Source: an optimization exercise on an open RTL-to-GDS flow (aim: a short achievable clock period and few clock cycles). Production flows keep margins and buffers that such runs may drop.

==> job 7871: inputs <==
// cpu_core
module cpu_core (
	input  logic                  clk,
	input  logic                  rst,
	output cpu_isa_pkg::word_t    pc,
	output logic                  inst_req_valid,
	input  logic                  inst_req_ready,
	input  cpu_isa_pkg::word_t    instruction,
	input  logic                  inst_valid,
	output logic                  inst_ready,
	output cpu_bus_pkg::mem_req_t mem_req,
	input  logic                  mem_req_ready,
	input  cpu_isa_pkg::word_t    read_data,
	input  logic                  read_data_valid,
	output logic                  read_data_ready,
	output cpu_bus_pkg::retire_t  retire
);
export LEC_CHECK = 0
export CAP_MARGIN = 20
export CORE_MARGIN = 2
export CORE_UTILIZATION = 40
export SLEW_MARGIN = 20
create_clock -name core_clock -period 10.0 [get_ports {clk}]
run.sh (not shown) runs the stock make flow with config.mk's settings and CLKGATE_MAP_FILE= SYNTH_SCRIPT=/design/flow/synth_recipe.tcl, a recipe that flattens the netlist after the stock synthesis.
==> inputs of job 3698, as changes to job 7871 <==
--- a/flow/design.v
+++ b/flow/design.v
@@ -104,21 +104,28 @@
 );
 	logic [31:0] f_pc;
 	logic        f_req;
 	logic        rp;           
 	logic [31:0] rp_tgt;
 	logic [31:0] fq_pc   [2];
+	logic [31:0] fq_pc4  [2];
 	logic [31:0] fq_ins  [2];
 	logic [1:0]  fq_kill;
+	logic [1:0]  fq_pt;        
 	logic [1:0]  fq_has;
 	logic        fq_head, fq_tail, fq_rsp;
 	logic [1:0]  fq_cnt;
 	logic        ir_valid;
 	logic [31:0] ir;
 	logic [31:0] ir_pc;
+	logic [31:0] ir_pc4;
 	logic        d_done;
+	logic        ir_pt;
+	logic [15:0] bt_v;
+	logic [25:0] bt_tag [16];
+	logic [29:0] bt_tgt [16];
 	logic        e_valid;
 	logic [31:0] e_pc;
 	logic        e_wen;
 	logic [4:0]  e_waddr;
 	logic [31:0] e_a, e_b, e_imm;
 	logic [1:0]  e_fa, e_fb;    
@@ -127,23 +134,27 @@
 	logic        e_load, e_store, e_br, e_bne, e_pred;
 	logic [31:0] e_alt;
 	logic        e_done;
 	logic        m_valid, m_wen, m_load;
 	logic [4:0]  m_waddr;
 	logic [31:0] m_res, m_pc;
-	logic        mq_read, mq_write;
-	logic [31:0] mq_addr, mq_wdata;
-	logic        l_valid, l_wen, l_load, l_have;
+	logic        q0_rd, q0_wr, q1_rd, q1_wr;
+	logic [31:0] q0_addr, q0_wdata, q1_addr, q1_wdata;
+	logic        l_valid, l_wen, l_load;
 	logic [4:0]  l_waddr;
 	logic [31:0] l_res, l_pc;
 	logic        w_wen;
+	logic        w_wait;       
+	logic [31:0] ld_buf [2];
+	logic        ld_head, ld_tail;
+	logic [1:0]  ld_cnt;
 	logic [4:0]  w_waddr;
 	logic [31:0] w_wdata, w_pc;
 	logic [31:0] rf [32];
-	logic hold;
-	assign hold = ((mq_read | mq_write) & ~mem_req_ready) | (l_valid & l_load & ~l_have & ~read_data_valid);
+	logic frz;
+	assign frz = w_wait | ((q0_rd | q0_wr) & (q1_rd | q1_wr));
 	logic [5:0]  op, fn;
 	logic [4:0]  rs, rt, rd;
 	logic [15:0] imm;
 	logic        is_r, is_jr, is_jalr, is_j, is_jal, is_beq, is_bne, is_alui, is_lui, is_lw, is_sw;
 	logic        r_alu;
 	logic        d_wen;
@@ -204,26 +215,29 @@
 		if (use_rs & ((hs_e & e_load) | (~hs_e & hs_m & m_load)))
 			d_stall = 1'b1;
 		if (use_rt & ((ht_e & e_load) | (~ht_e & ht_m & m_load)))
 			d_stall = 1'b1;
 		if (need_rs_d & (hs_e | (~hs_m & hs_l & l_load) | (hs_m & m_load)))
 			d_stall = 1'b1;
+		if ((is_beq | is_bne) & (d_fa[1] | d_fb[1]))
+			d_stall = 1'b1;
 	end
 	logic [31:0] pc4, pc8, br_tgt, j_tgt, d_tgt;
 	logic        d_pred, d_redir_cond, d_redir;
 	logic        e_redir;
-	assign pc4    = ir_pc + 32'd4;
-	assign pc8    = ir_pc + 32'd8;
+	assign pc4    = ir_pc4;
+	assign pc8    = ir_pc4 + 32'd4;
 	assign br_tgt = pc4 + {{14{imm[15]}}, imm, 2'b00};
 	assign j_tgt  = {pc4[31:28], ir[25:0], 2'b00};
-	assign d_pred = (is_beq | is_bne) & imm[15];
-	assign d_redir_cond = is_j | is_jal | is_jr | is_jalr | d_pred;
-	assign d_tgt  = (is_jr | is_jalr) ? rs_val : (d_pred ? br_tgt : j_tgt);
-	assign d_redir = ir_valid & d_redir_cond & ~d_stall & ~d_done & ~e_redir;
+	assign d_pred = (is_beq | is_bne) & (imm[15] | ir_pt);
+	assign d_redir_cond = ir_pt ? ~(is_j | is_jal | is_beq | is_bne)
+	                            : (is_j | is_jal | is_jr | is_jalr | d_pred);
+	assign d_tgt  = (is_jr | is_jalr) ? rs_val : ((is_beq | is_bne) ? br_tgt : ((is_j | is_jal) ? j_tgt : pc4));
+	assign d_redir = ir_valid & d_redir_cond & ~d_stall & ~d_done;
 	logic d_adv;
-	assign d_adv = ir_valid & ~d_stall & ~hold & ~e_redir;
+	assign d_adv = ir_valid & ~d_stall & ~frz & ~e_redir;
 	logic [31:0] ea, eb, ebop, sum, e_res;
 	logic        lt_s, lt_u, eq, taken;
 	logic [32:0] sum33;
 	assign ea   = e_fa[0] ? m_res : (e_fa[1] ? w_wdata : e_a);
 	assign eb   = e_fb[0] ? m_res : (e_fb[1] ? w_wdata : e_b);
 	assign ebop = e_use_imm ? e_imm : eb;
@@ -236,23 +250,29 @@
 	               ({32{e_s_sltu}} & {31'd0, lt_u}) |
 	               ({32{e_s_and}}  & (ea & ebop)) |
 	               ({32{e_s_or}}   & (ea | ebop)) |
 	               ({32{e_s_xor}}  & (ea ^ ebop)) |
 	               ({32{e_s_nor}}  & ~(ea | ebop)) |
 	               ({32{e_s_imm}}  & e_imm);
-	assign eq    = (ea == eb);
+	assign eq    = e_fa[0] ? (e_fb[0] | (m_res == e_b)) : (e_fb[0] ? (e_a == m_res) : (e_a == e_b));
 	assign taken = e_bne ? ~eq : eq;
 	assign e_redir = e_valid & e_br & (taken ^ e_pred) & ~e_done;
 	logic        kill_now;
 	logic [31:0] tgt;
 	logic        acc, kill_new;
+	logic [31:0] f_pc4;
+	assign f_pc4 = f_pc + 32'd4;
 	logic        head_ready, ir_keep, ir_free, pop, load_ir;
 	logic [1:0]  cnt_next;
 	assign kill_now = e_redir | d_redir;
 	assign tgt      = e_redir ? e_alt : d_tgt;
 	assign acc      = f_req & inst_req_ready;
+	logic [3:0]  bt_i;
+	logic        bt_hit;
+	assign bt_i   = f_pc[5:2];
+	assign bt_hit = bt_v[bt_i] & (bt_tag[bt_i] == f_pc[31:6]);
 	assign kill_new = kill_now | rp;
 	assign head_ready = (fq_cnt != 2'd0) & (fq_has[fq_head] | inst_valid);
 	assign ir_keep    = ir_valid & ~d_adv & ~e_redir;
 	assign ir_free    = ~ir_keep;
 	assign pop        = head_ready & (ir_free | fq_kill[fq_head]);
 	assign load_ir    = pop & ~fq_kill[fq_head] & ~kill_now;
@@ -265,27 +285,25 @@
 			fq_cnt <= '0;
 			fq_head <= 1'b0;
 			fq_tail <= 1'b0;
 			fq_rsp  <= 1'b0;
 		end else begin
 			if (kill_now) begin
-				if (acc | ~f_req) begin
+				rp <= ~(acc | ~f_req);
+				if (acc | ~f_req)
 					f_pc <= tgt;
-					rp   <= 1'b0;
-				end else begin
-					rp     <= 1'b1;
-					rp_tgt <= tgt;
-				end
 			end else if (rp) begin
 				if (acc | ~f_req) begin
 					f_pc <= rp_tgt;
 					rp   <= 1'b0;
 				end
 			end else if (acc) begin
-				f_pc <= f_pc + 32'd4;
+				f_pc <= bt_hit ? {bt_tgt[bt_i], 2'b00} : f_pc4;
 			end
+			if (!rp | kill_now)
+				rp_tgt <= tgt;
 			f_req  <= (cnt_next != 2'd2);
 			fq_cnt <= cnt_next;
 			if (acc)
 				fq_tail <= ~fq_tail;
 			if (inst_valid)
 				fq_rsp <= ~fq_rsp;
@@ -295,54 +313,74 @@
 	end
 	always_ff @(posedge clk) begin
 		if (kill_now)
 			fq_kill <= 2'b11;
 		if (acc) begin
 			fq_pc[fq_tail]   <= f_pc;
+			fq_pc4[fq_tail]  <= f_pc4;
 			fq_kill[fq_tail] <= kill_new;
+			fq_pt[fq_tail]   <= bt_hit;
 		end
 		if (inst_valid)
 			fq_ins[fq_rsp] <= instruction;
 		if (rst)
 			fq_has <= 2'b00;
 		else begin
 			if (pop)
 				fq_has[fq_head] <= 1'b0;
 			if (inst_valid & ~(pop & (fq_rsp == fq_head)))
 				fq_has[fq_rsp] <= 1'b1;
 		end
 	end
+	logic        bw_en;
+	logic [29:0] bw_pc;
+	logic [29:0] bw_tgt;
+	always_ff @(posedge clk) begin
+		if (rst)
+			bw_en <= 1'b0;
+		else
+			bw_en <= d_redir & ~ir_pt & (is_j | is_jal | is_beq | is_bne);
+		bw_pc  <= ir_pc[31:2];
+		bw_tgt <= (is_beq | is_bne) ? br_tgt[31:2] : j_tgt[31:2];
+	end
+	always_ff @(posedge clk) begin
+		if (rst)
+			bt_v <= '0;
+		else if (bw_en)
+			bt_v[bw_pc[3:0]] <= 1'b1;
+		if (bw_en) begin
+			bt_tag[bw_pc[3:0]] <= bw_pc[29:4];
+			bt_tgt[bw_pc[3:0]] <= bw_tgt;
+		end
+	end
 	always_ff @(posedge clk) begin
 		if (rst) begin
 			ir_valid <= 1'b0;
 			d_done   <= 1'b0;
 		end else begin
 			ir_valid <= ir_keep | load_ir;
 			d_done   <= ir_keep & (d_done | d_redir);
 		end
 		if (load_ir) begin
 			ir    <= fq_has[fq_head] ? fq_ins[fq_head] : instruction;
 			ir_pc <= fq_pc[fq_head];
+			ir_pc4 <= fq_pc4[fq_head];
+			ir_pt <= fq_pt[fq_head];
 		end
 	end
 	always_ff @(posedge clk) begin
 		if (rst) begin
 			e_valid <= 1'b0;
 			e_done  <= 1'b0;
-		end else if (hold) begin
+		end else if (frz) begin
 			e_done <= e_done | e_redir;
 		end else begin
 			e_valid <= d_adv;
 			e_done  <= 1'b0;
 		end
-		if (hold) begin
-			e_a  <= ea;
-			e_b  <= eb;
-			e_fa <= 2'b00;
-			e_fb <= 2'b00;
-		end else begin
+		if (!frz) begin
 			e_pc    <= ir_pc;
 			e_wen   <= d_wen;
 			e_waddr <= d_waddr;
 			e_a     <= rs_val;
 			e_b     <= rt_val;
 			e_fa    <= d_fa;
@@ -367,62 +405,117 @@
 			e_bne     <= is_bne;
 			e_pred    <= d_pred;
 			e_alt     <= d_pred ? pc4 : br_tgt;
 		end
 	end
 	always_ff @(posedge clk) begin
-		if (rst) begin
-			m_valid  <= 1'b0;
-			mq_read  <= 1'b0;
-			mq_write <= 1'b0;
-		end else if (hold) begin
-			if (mem_req_ready) begin
-				mq_read  <= 1'b0;
-				mq_write <= 1'b0;
-			end
-		end else begin
-			m_valid  <= e_valid;
-			mq_read  <= e_valid & e_load;
-			mq_write <= e_valid & e_store;
-		end
-		if (!hold) begin
+		if (rst)
+			m_valid <= 1'b0;
+		else if (!frz)
+			m_valid <= e_valid;
+		if (!frz) begin
 			m_wen    <= e_wen;
 			m_waddr  <= e_waddr;
 			m_load   <= e_load;
 			m_res    <= e_res;
 			m_pc     <= e_pc;
-			mq_addr  <= {sum[31:2], 2'b00};
-			mq_wdata <= eb;
 		end
 	end
-	assign mem_req = {mq_addr, mq_wdata, {4{mq_write}}, mq_read, mq_write};
+	logic        q_push, q_pop, q0_v, q1_v;
+	logic [31:0] n_addr;
+	assign q0_v   = q0_rd | q0_wr;
+	assign q1_v   = q1_rd | q1_wr;
+	assign q_push = ~frz & e_valid & (e_load | e_store);
+	assign q_pop  = q0_v & mem_req_ready;
+	assign n_addr = {sum[31:2], 2'b00};
+	always_ff @(posedge clk) begin
+		if (rst) begin
+			q0_rd <= 1'b0;
+			q0_wr <= 1'b0;
+			q1_rd <= 1'b0;
+			q1_wr <= 1'b0;
+		end else begin
+			if (q_pop) begin
+				if (q1_v) begin
+					q0_rd <= q1_rd;
+					q0_wr <= q1_wr;
+					q1_rd <= q_push & e_load;
+					q1_wr <= q_push & e_store;
+				end else begin
+					q0_rd <= q_push & e_load;
+					q0_wr <= q_push & e_store;
+				end
+			end else if (q_push) begin
+				if (q0_v) begin
+					q1_rd <= e_load;
+					q1_wr <= e_store;
+				end else begin
+					q0_rd <= e_load;
+					q0_wr <= e_store;
+				end
+			end
+		end
+		if (q_pop & q1_v) begin
+			q0_addr  <= q1_addr;
+			q0_wdata <= q1_wdata;
+		end else if (~q0_v | q_pop) begin
+			q0_addr  <= n_addr;
+			q0_wdata <= eb;
+		end
+		if (~q1_v | q_pop) begin
+			q1_addr  <= n_addr;
+			q1_wdata <= eb;
+		end
+	end
+	assign mem_req = {q0_addr, q0_wdata, {4{q0_wr}}, q0_rd, q0_wr};
+	logic        d_avail, d_take;
+	logic [31:0] d_val;
+	assign d_avail = (ld_cnt != 2'd0) | read_data_valid;
+	assign d_val   = (ld_cnt != 2'd0) ? ld_buf[ld_head] : read_data;
+	assign d_take  = frz ? (w_wait & d_avail) : (l_valid & l_load & d_avail);
+	always_ff @(posedge clk) begin
+		if (rst) begin
+			ld_cnt  <= '0;
+			ld_head <= 1'b0;
+			ld_tail <= 1'b0;
+		end else begin
+			if (read_data_valid & ~(d_take & (ld_cnt == 2'd0))) begin
+				ld_tail <= ~ld_tail;
+			end
+			if (d_take & (ld_cnt != 2'd0))
+				ld_head <= ~ld_head;
+			ld_cnt <= ld_cnt + {1'b0, read_data_valid & ~(d_take & (ld_cnt == 2'd0))}
+			                 - {1'b0, d_take & (ld_cnt != 2'd0)};
+		end
+		if (read_data_valid)
+			ld_buf[ld_tail] <= read_data;
+	end
 	always_ff @(posedge clk) begin
 		if (rst) begin
 			l_valid <= 1'b0;
-			l_have  <= 1'b0;
 			w_wen   <= 1'b0;
-		end else if (hold) begin
-			w_wen <= 1'b0;
-			if (l_load & read_data_valid)
-				l_have <= 1'b1;
+			w_wait  <= 1'b0;
+		end else if (frz) begin
+			w_wen  <= w_wait & d_avail;
+			w_wait <= w_wait & ~d_avail;
 		end else begin
 			l_valid <= m_valid;
-			l_have  <= 1'b0;
-			w_wen   <= l_valid & l_wen;
+			w_wen   <= l_valid & l_wen & (~l_load | d_avail);
+			w_wait  <= l_valid & l_load & ~d_avail;
 		end
-		if (!hold) begin
+		if (!frz) begin
 			l_wen   <= m_wen;
 			l_waddr <= m_waddr;
 			l_load  <= m_load;
 			l_res   <= m_res;
 			l_pc    <= m_pc;
 			w_waddr <= l_waddr;
-			w_wdata <= (l_load & ~l_have) ? read_data : l_res;
+			w_wdata <= l_load ? d_val : l_res;
 			w_pc    <= l_pc;
-		end else if (l_load & ~l_have & read_data_valid) begin
-			l_res <= read_data;
+		end else if (w_wait) begin
+			w_wdata <= d_val;
 		end
 	end
 	always_ff @(posedge clk) begin
 		if (w_wen && (w_waddr != 5'd0))
 			rf[w_waddr] <= w_wdata;
 	end
Settings changed: SETUP_SLACK_MARGIN from default to 5, TNS_END_PERCENT from default to 10.
==> results_dict.tcl <==
set metrics [dict create \
    status "timing/DRC/antenna clean" \
    synth-simple-area-share 0.04617 \
    placed_area_um2 140100 \
    multi_input_gates 4400 \
    register_area_um2 87750 \
]
# the run above: job 3698

==> results_dict.tcl <==
set metrics [dict create \
    status "timing/DRC/antenna clean" \
    synth-simple-area-share 0.05634 \
    dr_wl_met3_um 27030 \
    multi_input_gates 3496 \
    placed_area_um2 92300 \
]
# the run above: job 7871

No functional check of the RTL was part of any run of this note.

==> port drivers added, routing unchanged <==
In the flow no input, the clock included, has a driving cell. The finished layouts below were timed again as built, in two steps. Step 1, drivers: a clkbuf_16 drives clk and a buf_2 each remaining input, both assumed. Step 2, shift: input delay + t, output delay - t, t = (earliest + latest rising clock arrival at the registers) / 2. This alone moves slack from input paths to output paths. Slacks: no drivers / after step 1 / after step 2; pairs: no drivers / after step 1.
run	t (ns)	setup WS [ns]	hold slack, ns	latest minus earliest clock arrival (ns)	worst register clock-pin slew, ns
job 7871	0.928	4.087 / 4.087 / 4.087	0.416 / 0.416 / 0.416	0.096 / 0.095	0.07 / 0.07
job 3698	0.987	4.789 / 4.789 / 4.789	0.368 / 0.368 / 0.368	0.106 / 0.106	0.07 / 0.07
After both steps setup and hold are still met in every run listed.
